Source: an optimization exercise on an open RTL-to-GDS flow (aim: small area and a short achievable clock period). Production flows keep margins and buffers that such runs may drop.
Only simulation tests tie the RTL to the original design; equivalence was not proved.
Power figures rest on the tool's default switching activity, not on a simulated workload.

== v50 ==
==> flow/design.v (excerpt) <==
module bpred_btb
#(
    parameter int ENTRIES  = 32,
    parameter int TAG_BITS = 8,
    parameter int CTR_BITS = 2,
    parameter int XLEN     = 32
) (
    input  logic            clk,
    input  logic            reset,
    input  logic [XLEN-1:0] lookup_pc,
    output logic            pred_hit,
    output logic            pred_taken,
    output logic [XLEN-1:0] pred_target,
    input  logic            upd_valid,
    input  logic [XLEN-1:0] upd_pc,
    input  logic            upd_taken,
    input  logic            upd_is_jump,
    input  logic [XLEN-1:0] upd_target,
    input  logic            upd_pred_taken,
    input  logic [XLEN-1:0] upd_pred_target,
    input  logic            flush_all,
    output logic [31:0]     perf_updates,
    output logic [31:0]     perf_mispredicts
);
    localparam int IDX_BITS = $clog2(ENTRIES);
    logic [ENTRIES-1:0]                valid_q;
    logic [ENTRIES-1:0][TAG_BITS-1:0]  tag_q;
    logic [ENTRIES-1:0][XLEN-1:0]      tgt_q;
    logic [ENTRIES-1:0][CTR_BITS-1:0]  ctr_q;
    logic [IDX_BITS-1:0] lk_idx, upd_idx;
  ...
==> flow/config.mk <==
export PLATFORM = sky130hd
export DESIGN_NAME = bpred_btb
export DESIGN_NICKNAME = bpred_btb
export VERILOG_FILES = /design/flow/design.v
export SDC_FILE = /design/flow/constraint.sdc
export NUM_CORES = 4
export LEC_CHECK = 0
export CAP_MARGIN = 10
export CORE_MARGIN = 2
export CORE_UTILIZATION = 58
export SETUP_SLACK_MARGIN = 2.0
export SLEW_MARGIN = 10
export SYNTH_HIERARCHICAL = 1
export SYNTH_MINIMUM_KEEP_SIZE = 0
export TNS_END_PERCENT = 5
==> flow/constraint.sdc <==
create_clock -name core_clock -period 6.5 [get_ports {clk}]
set_input_delay 1.3000 -clock core_clock [delete_from_list [all_inputs] [get_ports {clk}]]
set_output_delay 1.3000 -clock core_clock [all_outputs]
set_load 0.01 [all_outputs]
standard.sh (not shown) runs the stock make flow with config.mk's settings and CLKGATE_MAP_FILE= SYNTH_SCRIPT=/design/flow/synth_recipe.tcl, a recipe that flattens the netlist after the stock synthesis.
==> flow/flow/run.sh <==
#!/bin/bash
# Layout flow: the standard ORFS flow (standard.sh) with two changes:
#  - the port buffers that buffer_ports inserts are plain buffers (buf_2), which the
#    timing repair then sizes, instead of the platform's default delay-cell pick;
#  - clock tree synthesis clusters more sinks per leaf buffer and adds no dummy
#    balancing loads, so the clock tree takes less area.
set -euo pipefail
export BUFFER_PORTS_ARGS="-buffer_cell sky130_fd_sc_hd__buf_2"
export CTS_ARGS="-sink_clustering_enable -repair_clock_nets -sink_clustering_size 12 -sink_clustering_max_diameter 50 -buf_list {sky130_fd_sc_hd__clkbuf_4 sky130_fd_sc_hd__clkbuf_8} -dont_use_dummy_load"
bash standard.sh > standard_flow.log 2>&1
v50: flow completed, timing, DRC and antenna clean
Modified inputs, v1 compared to v50
# v50
export LEC_CHECK = 0
export CAP_MARGIN = 10
export CORE_MARGIN = 2
export CORE_UTILIZATION = 58
export SETUP_SLACK_MARGIN = 2.0
export SLEW_MARGIN = 10
export SYNTH_HIERARCHICAL = 1
export SYNTH_MINIMUM_KEEP_SIZE = 0
export TNS_END_PERCENT = 5
create_clock -name core_clock -period 6.5 [get_ports {clk}]
# v1
export LEC_CHECK = 0
export CAP_MARGIN = 10
export CORE_MARGIN = 2
export CORE_UTILIZATION = 50
export PLACE_DENSITY = 0.75
export SETUP_SLACK_MARGIN = 2.0
export SLEW_MARGIN = 10
export SYNTH_HIERARCHICAL = 1
export SYNTH_MINIMUM_KEEP_SIZE = 0
export TNS_END_PERCENT = 5
create_clock -name core_clock -period 6.5 [get_ports {clk}]
The routing usage on met3 in v1 was lower than what v50 gave. Diff v50 -> v1: maximum frequency decreased by 2.2% relative to the old numbers; wire length of the first global-routing pass increased by about 2.7% relative to the old numbers; routed wire length increased by about 2.2% relative to the old numbers. Compared with v50, v1 shows full die area that has gone up by more than 10%. From v50 to v1 the numbers moved as follows: number of multi-input combinational cells was more or less identical, total placed cells including tap cells went up by 3.9%.
Input-level comparison between v10 and v1:
# v1
export LEC_CHECK = 0
export CAP_MARGIN = 10
export CORE_MARGIN = 2
export CORE_UTILIZATION = 50
export PLACE_DENSITY = 0.75
export SETUP_SLACK_MARGIN = 2.0
export SLEW_MARGIN = 10
export SYNTH_HIERARCHICAL = 1
export SYNTH_MINIMUM_KEEP_SIZE = 0
export TNS_END_PERCENT = 5
create_clock -name core_clock -period 6.5 [get_ports {clk}]
# v10
export LEC_CHECK = 0
export CAP_MARGIN = 10
export CORE_MARGIN = 2
export CORE_UTILIZATION = 50
export SETUP_SLACK_MARGIN = 2.0
export SLEW_MARGIN = 10
export SYNTH_HIERARCHICAL = 1
export SYNTH_MINIMUM_KEEP_SIZE = 0
export TNS_END_PERCENT = 5
create_clock -name core_clock -period 6.5 [get_ports {clk}]
--- a/flow/flow/run.sh
+++ b/flow/flow/run.sh
@@ -9,2 +9,3 @@
 export CTS_ARGS="-sink_clustering_enable -repair_clock_nets -sink_clustering_size 12 -sink_clustering_max_diameter 50 -buf_list {sky130_fd_sc_hd__clkbuf_4 sky130_fd_sc_hd__clkbuf_8} -dont_use_dummy_load"
+export IO_CONSTRAINTS="$PWD/flow/io.tcl"
 bash standard.sh > standard_flow.log 2>&1
==> flow/flow/io.tcl (new file) <==
# Keep the lookup port's index/tag bits and the prediction outputs together on the
# bottom edge, so the combinational lookup path starts and ends close together.
set_io_pin_constraint -region bottom:* -pin_names {lookup_pc[2] lookup_pc[3] lookup_pc[4] lookup_pc[5] lookup_pc[6] lookup_pc[7] lookup_pc[8] lookup_pc[9] lookup_pc[10] lookup_pc[11] lookup_pc[12] lookup_pc[13] lookup_pc[14] pred_hit pred_taken pred_target[0] pred_target[1] pred_target[2] pred_target[3] pred_target[4] pred_target[5] pred_target[6] pred_target[7] pred_target[8] pred_target[9] pred_target[10] pred_target[11] pred_target[12] pred_target[13] pred_target[14] pred_target[15] pred_target[16] pred_target[17] pred_target[18] pred_target[19] pred_target[20] pred_target[21] pred_target[22] pred_target[23] pred_target[24] pred_target[25] pred_target[26] pred_target[27] pred_target[28] pred_target[29] pred_target[30] pred_target[31]}
Findings:
v10 against v1: setup slack went up 0.033 ns, sequential share of cell area held. Any difference in post-detailed-placement cell area between v10 and v1 is small enough to ignore. Classification of the worst setup path: primary input to output pin -> v10, primary input to flop -> v1.
Edits applied to the flow inputs when going from v10 to v4:
# v10
export LEC_CHECK = 0
export CAP_MARGIN = 10
export CORE_MARGIN = 2
export CORE_UTILIZATION = 50
export SETUP_SLACK_MARGIN = 2.0
export SLEW_MARGIN = 10
export SYNTH_HIERARCHICAL = 1
export SYNTH_MINIMUM_KEEP_SIZE = 0
export TNS_END_PERCENT = 5
create_clock -name core_clock -period 6.5 [get_ports {clk}]
# v4
export LEC_CHECK = 0
export CAP_MARGIN = 10
export CORE_MARGIN = 2
export CORE_UTILIZATION = 45
export SETUP_SLACK_MARGIN = 2.0
export SLEW_MARGIN = 10
export SYNTH_HIERARCHICAL = 1
export SYNTH_MINIMUM_KEEP_SIZE = 0
export TNS_END_PERCENT = 5
create_clock -name core_clock -period 6.5 [get_ports {clk}]
--- a/flow/flow/run.sh
+++ b/flow/flow/run.sh
@@ -9,3 +9,2 @@
 export CTS_ARGS="-sink_clustering_enable -repair_clock_nets -sink_clustering_size 12 -sink_clustering_max_diameter 50 -buf_list {sky130_fd_sc_hd__clkbuf_4 sky130_fd_sc_hd__clkbuf_8} -dont_use_dummy_load"
-export IO_CONSTRAINTS="$PWD/flow/io.tcl"
 bash standard.sh > standard_flow.log 2>&1
removed: flow/flow/io.tcl
==> comparison <==
Per the comparison of v4 with v10, total routed wire length on the met1 layer saw an increase; global placer's final weighted congestion saw a decrease.
Taking v10 as 1.0, v4 lands at 1.06 on placement row count.
Comparing v4 with v10, the worst endpoint required time came out essentially unchanged.
The average wire per cell in the routed design reported for v4 is greater than that of v10 by about 1.1%.
> inputs changed (v4 -> v51)
# v4
export LEC_CHECK = 0
export CAP_MARGIN = 10
export CORE_MARGIN = 2
export CORE_UTILIZATION = 45
export SETUP_SLACK_MARGIN = 2.0
export SLEW_MARGIN = 10
export SYNTH_HIERARCHICAL = 1
export SYNTH_MINIMUM_KEEP_SIZE = 0
export TNS_END_PERCENT = 5
create_clock -name core_clock -period 6.5 [get_ports {clk}]
# v51
export LEC_CHECK = 0
export CAP_MARGIN = 10
export CORE_MARGIN = 2
export CORE_UTILIZATION = 50
export SETUP_SLACK_MARGIN = 2.0
export SLEW_MARGIN = 10
export SYNTH_HIERARCHICAL = 1
export SYNTH_MINIMUM_KEEP_SIZE = 0
export TNS_END_PERCENT = 5
create_clock -name core_clock -period 6.5 [get_ports {clk}]
### Flow results
- Horizontal die dimension for v51 is lower than for v4.
- Of v51 and v4, it is v51 that has the higher final critical-path required period.
- Post-placement worst setup slack, v51 and v4: smaller value in v4
- Area: v51 vs v4 -> v51 smaller
- Comparing v51 and v4, the higher total chip power was measured on v4.
- Fmax: v51 lower than v4
- The worst setup path endpoint comes out pred_target[15] in one run and pred_target[28] in the other, namely in v51 and v4 respectively.
- The initial cell density of the core number comes out higher for v51 vs v4.
- Measured against v51, the die area of v4 comes out at 1.11 times the reference value.
- Relative to v4, register fraction of the total cell area has increased by 1.9 points in v51.

-- what the ideal ports hide --
No port has a modelled driver above. Below, the same layouts with a new extraction and two added sets of constraints.
Step 1 assumes that a clkbuf_16 drives the clock port and a buf_2 every other input.
Step 2 moves the port delays by t, midway between the first and last clock arrival at a register: inputs arrive t later, outputs are due t later. That takes back most of the time a late clock gives input paths.
a / b / c = ideal / step 1 / step 2; a / b = the first two.
run	t, ns	setup slack, ns	worst setup path at the end
v50	0.951	1.669 / 1.564 / 0.778	input to register
v1	0.936	1.561 / 1.421 / 0.594	input to register
v10	0.934	1.594 / 1.402 / 0.667	input to register
v4	0.978	1.665 / 1.480 / 0.853	input to register
v51	0.964	1.606 / 1.520 / 0.846	input to register
After both steps every run listed still meets setup and hold. The setup slack of v1, which loses most, moves by -0.140 ns with the drivers and by -0.967 ns with both steps.
